This design comes from an exercise in tuning for small area, a short achievable clock period and few clock cycles per item on the open sky130 flow, not from production work.
At most, simulation tests tie the RTL to the original design; equivalence was not proved.
Power figures rest on the tool's default switching activity, not on a simulated workload.

// window_min_mean_excess
module window_min_mean_excess
#(
    parameter int WINDOW = 100
)
(
    input  logic    clk,
    input  logic    rst_n,
    input  logic    in_valid,
    output logic    in_stall,
    input  wmme_pkg::sample_t sample,
    output logic    out_valid,
    input  logic    out_stall,
    output wmme_pkg::sample_t window_min,
    output wmme_pkg::sample_t mean_excess,
    output logic    no_estimate
);
Size in the first run: ~7600 cells after synthesis, about 3900 flip-flops, ~100 I/O pins, roughly 110000 µm² of cells after synthesis.
==> module wmme_div, before the edit <==
module wmme_div
#(
    parameter int SUM_W = 39
)
(
    input  logic                clk,
    input  logic                rst_n,
    input  logic                in_valid,
    input  wmme_pkg::sample_t   in_min,
    input  logic [SUM_W-1:0]    in_sum,
    output logic                take,
    output logic                hold,
    output logic                out_valid,
    input  logic                out_stall,
    output wmme_pkg::sample_t   window_min,
    output wmme_pkg::sample_t   mean_excess,
    output logic                no_estimate
);
    localparam int W   = wmme_pkg::SAMPLE_W;
    localparam int T_W = SUM_W - 2;
    localparam int Y_W = 52;
    logic              v1_reg, vo_reg;
    wmme_pkg::sample_t m1_reg, mo_reg;
    logic              z1_reg, zo_reg;
    logic [Y_W-1:0]    y1_reg;
    wmme_pkg::sample_t mean_reg;
    logic [Y_W-1:0]    t0;
    logic [Y_W-1:0]    y0;
    logic [Y_W-1:0]    z1;
    assign hold = vo_reg && out_stall;
    assign take = in_valid && !hold;
    assign t0 = Y_W'(in_sum[SUM_W-1:2]);
    assign y0 = (t0 << 15) + (t0 << 13) + (t0 << 10) - (t0 << 5) - (t0 << 3) - t0;
    assign z1 = y1_reg + (y1_reg >> 20) + (y1_reg >> 40) + Y_W'(3) - (Y_W'(m1_reg) << 20);
    assign out_valid   = vo_reg;
    assign window_min  = mo_reg;
    assign mean_excess = mean_reg;
    assign no_estimate = zo_reg;
    always_ff @(posedge clk)
    begin
        if (!hold)
        begin
            m1_reg   <= in_min;
            z1_reg   <= (in_min == '0);
            y1_reg   <= y0;
            mo_reg   <= m1_reg;
            zo_reg   <= z1_reg;
            mean_reg <= z1_reg ? wmme_pkg::NO_EST_MEAN : z1[Y_W-1:20];
        end
    end
    always_ff @(posedge clk or negedge rst_n)
    begin
        if (!rst_n)
        begin
            v1_reg <= 1'b0;
            vo_reg <= 1'b0;
        end
        else if (!hold)
        begin
            v1_reg <= in_valid;
            vo_reg <= v1_reg;
        end
    end
endmodule
==> module wmme_engine, before the edit <==
module wmme_engine
#(
    parameter int WINDOW = 100,
    parameter int DQ_N   = 10
)
(
    input  logic                      clk,
    input  logic                      rst_n,
    input  logic                      head_valid,
    input  wmme_pkg::sample_t         head,
    output logic                      pop,
    input  logic                      hold,
    output logic                      res_valid,
    input  logic                      res_take,
    output wmme_pkg::sample_t         res_min,
    output logic [wmme_pkg::SAMPLE_W+6:0] res_sum
);
    localparam int W     = wmme_pkg::SAMPLE_W;
    localparam int IDX_W = $clog2(WINDOW);
    localparam int SUM_W = W + IDX_W;
    localparam logic [IDX_W-1:0] LAST = IDX_W'(WINDOW - 1);
    logic [WINDOW*W-1:0] ring_reg;
    wmme_pkg::sample_t   oldest;
    logic [IDX_W-1:0]    align_reg;
    logic [IDX_W-1:0]    seq_reg;
    logic                full_reg;
    logic [DQ_N-1:0]     dv_reg;
    wmme_pkg::sample_t   dval_reg [DQ_N];
    logic [IDX_W-1:0]    dseq_reg [DQ_N];
    logic                trunc_reg;
    logic                rb_reg;
    logic [IDX_W-1:0]    rb_cnt_reg;
    logic [SUM_W-1:0]    sum_reg;
    logic                rv_reg;
    logic                aligned;
    logic                scan;
    logic                step;
    wmme_pkg::sample_t   xin;
    logic                expire;
    logic [DQ_N-1:0]     keep;
    logic [DQ_N-1:0]     kept;
    logic [DQ_N-1:0]     slot;
    logic                evicted;
    logic                room;
    logic                app;
    logic                trunc_nxt;
    logic                empty_nxt;
    logic                trigger;
    assign oldest  = ring_reg[WINDOW*W-1 -: W];
    assign aligned = (align_reg == '0);
    assign pop     = aligned && head_valid && !rb_reg && (!rv_reg || !hold);
    assign scan    = aligned && rb_reg;
    assign step    = pop || scan;
    assign xin     = rb_reg ? oldest : head;
    assign res_valid = rv_reg;
    assign res_min   = full_reg ? dval_reg[0] : '0;
    assign res_sum   = sum_reg;
    assign expire = !rb_reg && dv_reg[0] && (dseq_reg[0] == seq_reg);
    always_comb
    begin
        for (int i = 0; i < DQ_N; i++)
        begin
            keep[i] = dv_reg[i] && (dval_reg[i] < xin);
        end
        for (int i = 0; i < DQ_N; i++)
        begin
            if (expire)
                kept[i] = (i + 1 < DQ_N) ? keep[(i + 1) % DQ_N] : 1'b0;
            else
                kept[i] = keep[i];
        end
        for (int i = 0; i < DQ_N; i++)
        begin
            slot[i] = !kept[i] && ((i == 0) ? 1'b1 : kept[(i + DQ_N - 1) % DQ_N]);
        end
    end
    assign evicted   = |(dv_reg & ~keep);
    assign room      = !keep[DQ_N-1] || expire;
    assign app       = trunc_reg ? evicted : room;
    assign trunc_nxt = trunc_reg ? !evicted : !room;
    assign empty_nxt = !kept[0] && !app;
    assign trigger   = pop && trunc_nxt && empty_nxt;
    always_ff @(posedge clk)
    begin
        ring_reg <= {ring_reg[(WINDOW-1)*W-1:0], (pop ? head : oldest)};
        if (step)
        begin
            for (int i = 0; i < DQ_N; i++)
            begin
                if (slot[i])
                begin
                    dval_reg[i] <= xin;
                    dseq_reg[i] <= seq_reg;
                end
                else if (expire && (i + 1 < DQ_N))
                begin
                    dval_reg[i] <= dval_reg[(i + 1) % DQ_N];
                    dseq_reg[i] <= dseq_reg[(i + 1) % DQ_N];
                end
            end
        end
    end
    always_ff @(posedge clk or negedge rst_n)
    begin
        if (!rst_n)
        begin
            align_reg  <= '0;
            seq_reg    <= '0;
            full_reg   <= 1'b0;
            dv_reg     <= '0;
            trunc_reg  <= 1'b0;
            rb_reg     <= 1'b0;
            rb_cnt_reg <= '0;
            sum_reg    <= '0;
            rv_reg     <= 1'b0;
        end
        else
        begin
            if (!aligned)
                align_reg <= align_reg - IDX_W'(1);
            else if (!step)
                align_reg <= LAST;
            if (step)
            begin
                seq_reg <= (seq_reg == LAST) ? '0 : seq_reg + IDX_W'(1);
            end
            if (pop)
            begin
                if (seq_reg == LAST)
                    full_reg <= 1'b1;
                sum_reg <= sum_reg + SUM_W'(head) - SUM_W'(full_reg ? oldest : '0);
            end
            if (step)
            begin
                if (trigger)
                begin
                    dv_reg    <= '0;
                    trunc_reg <= 1'b0;
                end
                else
                begin
                    dv_reg    <= kept | (app ? slot : '0);
                    trunc_reg <= trunc_nxt;
                end
            end
            if (trigger)
            begin
                rb_reg     <= 1'b1;
                rb_cnt_reg <= '0;
            end
            else if (scan)
            begin
                rb_cnt_reg <= rb_cnt_reg + IDX_W'(1);
                if (rb_cnt_reg == LAST)
                    rb_reg <= 1'b0;
            end
            if (pop && !trigger)
                rv_reg <= 1'b1;
            else if (scan && (rb_cnt_reg == LAST))
                rv_reg <= 1'b1;
            else if (res_take)
                rv_reg <= 1'b0;
        end
    end
endmodule
export LEC_CHECK = 0
export ABC_CLOCK_PERIOD_IN_PS = 3000
export CAP_MARGIN = 20
export CORE_MARGIN = 2
export CORE_UTILIZATION = 40
export SETUP_SLACK_MARGIN = 5
export SLEW_MARGIN = 20
export TNS_END_PERCENT = 100
create_clock -name core_clock -period 10.0 [get_ports {clk}]
run.sh (not shown) runs the stock make flow with config.mk's settings and CLKGATE_MAP_FILE= SYNTH_SCRIPT=/design/flow/synth_recipe.tcl, a recipe that flattens the netlist after the stock synthesis.
The starting point completed with no timing, DRC or antenna violations.
Then changed:
--- a/flow/design.v
+++ b/flow/design.v
@@ -80,51 +80,70 @@
     output wmme_pkg::sample_t   mean_excess,
     output logic                no_estimate
 );
     localparam int W   = wmme_pkg::SAMPLE_W;
     localparam int T_W = SUM_W - 2;
-    localparam int Y_W = 52;
-    logic              v1_reg, vo_reg;
-    wmme_pkg::sample_t m1_reg, mo_reg;
-    logic              z1_reg, zo_reg;
-    logic [Y_W-1:0]    y1_reg;
+    localparam int U_W = T_W + 6;
+    localparam int Y_W = U_W + 10;
+    localparam int H_W = Y_W - 20;
+    localparam int V_W = H_W + 1;
+    logic              v1_reg, v2_reg, vo_reg;
+    wmme_pkg::sample_t m1_reg, m2_reg, mo_reg;
+    logic              z1_reg, z2_reg, zo_reg;
+    logic [U_W-1:0]    u1_reg;
+    logic [H_W-1:0]    yh2_reg;
+    logic [V_W-1:0]    w2_reg;
     wmme_pkg::sample_t mean_reg;
-    logic [Y_W-1:0]    t0;
-    logic [Y_W-1:0]    y0;
-    logic [Y_W-1:0]    z1;
+    logic [T_W-1:0]    t0;
+    logic [U_W-1:0]    u0;
+    logic [Y_W-1:0]    y1;
+    logic [V_W-1:0]    w1;
+    logic [20:0]       wsum;
+    logic              wc;
+    logic [W-1:0]      mean2;
     assign hold = vo_reg && out_stall;
     assign take = in_valid && !hold;
-    assign t0 = Y_W'(in_sum[SUM_W-1:2]);
-    assign y0 = (t0 << 15) + (t0 << 13) + (t0 << 10) - (t0 << 5) - (t0 << 3) - t0;
-    assign z1 = y1_reg + (y1_reg >> 20) + (y1_reg >> 40) + Y_W'(3) - (Y_W'(m1_reg) << 20);
+    assign t0 = in_sum[SUM_W-1:2];
+    assign u0 = (U_W'(t0) << 5) + (U_W'(t0) << 3) + U_W'(t0);
+    assign y1 = (Y_W'(u1_reg) << 10) - Y_W'(u1_reg);
+    assign w1 = V_W'(y1[Y_W-1:20]) + V_W'(y1[19:0]);
+    assign wsum  = 21'(w2_reg[V_W-1:20]) + 21'(w2_reg[19:0]);
+    assign wc    = (wsum >= 21'h0F_FFFF);
+    assign mean2 = W'(yh2_reg) + W'(w2_reg[V_W-1:20]) + W'(wc) - m2_reg;
     assign out_valid   = vo_reg;
     assign window_min  = mo_reg;
     assign mean_excess = mean_reg;
     assign no_estimate = zo_reg;
     always_ff @(posedge clk)
     begin
         if (!hold)
         begin
             m1_reg   <= in_min;
             z1_reg   <= (in_min == '0);
-            y1_reg   <= y0;
-            mo_reg   <= m1_reg;
-            zo_reg   <= z1_reg;
-            mean_reg <= z1_reg ? wmme_pkg::NO_EST_MEAN : z1[Y_W-1:20];
+            u1_reg   <= u0;
+            m2_reg   <= m1_reg;
+            z2_reg   <= z1_reg;
+            yh2_reg  <= y1[Y_W-1:20];
+            w2_reg   <= w1;
+            mo_reg   <= m2_reg;
+            zo_reg   <= z2_reg;
+            mean_reg <= z2_reg ? wmme_pkg::NO_EST_MEAN : mean2;
         end
     end
     always_ff @(posedge clk or negedge rst_n)
     begin
         if (!rst_n)
         begin
             v1_reg <= 1'b0;
+            v2_reg <= 1'b0;
             vo_reg <= 1'b0;
         end
         else if (!hold)
         begin
             v1_reg <= in_valid;
-            vo_reg <= v1_reg;
+            v2_reg <= v1_reg;
+            vo_reg <= v2_reg;
         end
     end
 endmodule
 `timescale 1ns / 1ps
 module wmme_engine
@@ -182,11 +201,11 @@
     assign step    = pop || scan;
     assign xin     = rb_reg ? oldest : head;
     assign res_valid = rv_reg;
     assign res_min   = full_reg ? dval_reg[0] : '0;
     assign res_sum   = sum_reg;
-    assign expire = !rb_reg && dv_reg[0] && (dseq_reg[0] == seq_reg);
+    assign expire = pop && dv_reg[0] && (dseq_reg[0] == seq_reg);
     always_comb
     begin
         for (int i = 0; i < DQ_N; i++)
         begin
             keep[i] = dv_reg[i] && (dval_reg[i] < xin);
@@ -214,11 +233,11 @@
         ring_reg <= {ring_reg[(WINDOW-1)*W-1:0], (pop ? head : oldest)};
         if (step)
         begin
             for (int i = 0; i < DQ_N; i++)
             begin
-                if (slot[i])
+                if (app && slot[i])
                 begin
                     dval_reg[i] <= xin;
                     dseq_reg[i] <= seq_reg;
                 end
                 else if (expire && (i + 1 < DQ_N))
What happened: Worst hold slack improves by 0.023 ns; final cell count grows slightly; count of clock-buffer cells in the layout rose by 29; non-clock buffer count is higher by 344; sequential share of layout area went down by 2.6 points; design area rises by a little under a tenth; register-to-register slack degrades by 0.38 ns; fmax went down by a few percent; total power grows by a few percent; routed wire length grows by about a fifth; die area rose by a few percent; worst setup slack gets worse by 0.38 ns.
Testbench counts after the change, summed over its fixed seeds: cycles 3,240, items 3,200.
Function not checked in the first run of this note: the RTL went through the layout flow alone.

-- what the ideal ports hide --
In the flow no input, the clock included, has a driving cell. The finished layouts below were timed again as built, in two steps.
Step 1 assumes that a clkbuf_16 drives the clock port and a buf_2 every other input.
Step 2 also shifts input and output timing later by t, the mid clock arrival at the registers, as if the neighbouring blocks saw the same clock.
a / b / c = no drivers / after step 1 / after step 2; a / b = the first two.
run	shift t [ns]	slack for setup (ns)	worst setup path at the end	cell pins on the clock port's net
the first run	0.935	4.849 / 4.849 / 4.542	input to register	1
the second run	0.979	4.465 / 4.465 / 3.777	input to register	1
After both steps setup and hold are still met in every run listed. The setup slack of the second run, which loses most, moves by 0.000 ns with the drivers and by -0.688 ns with both steps.
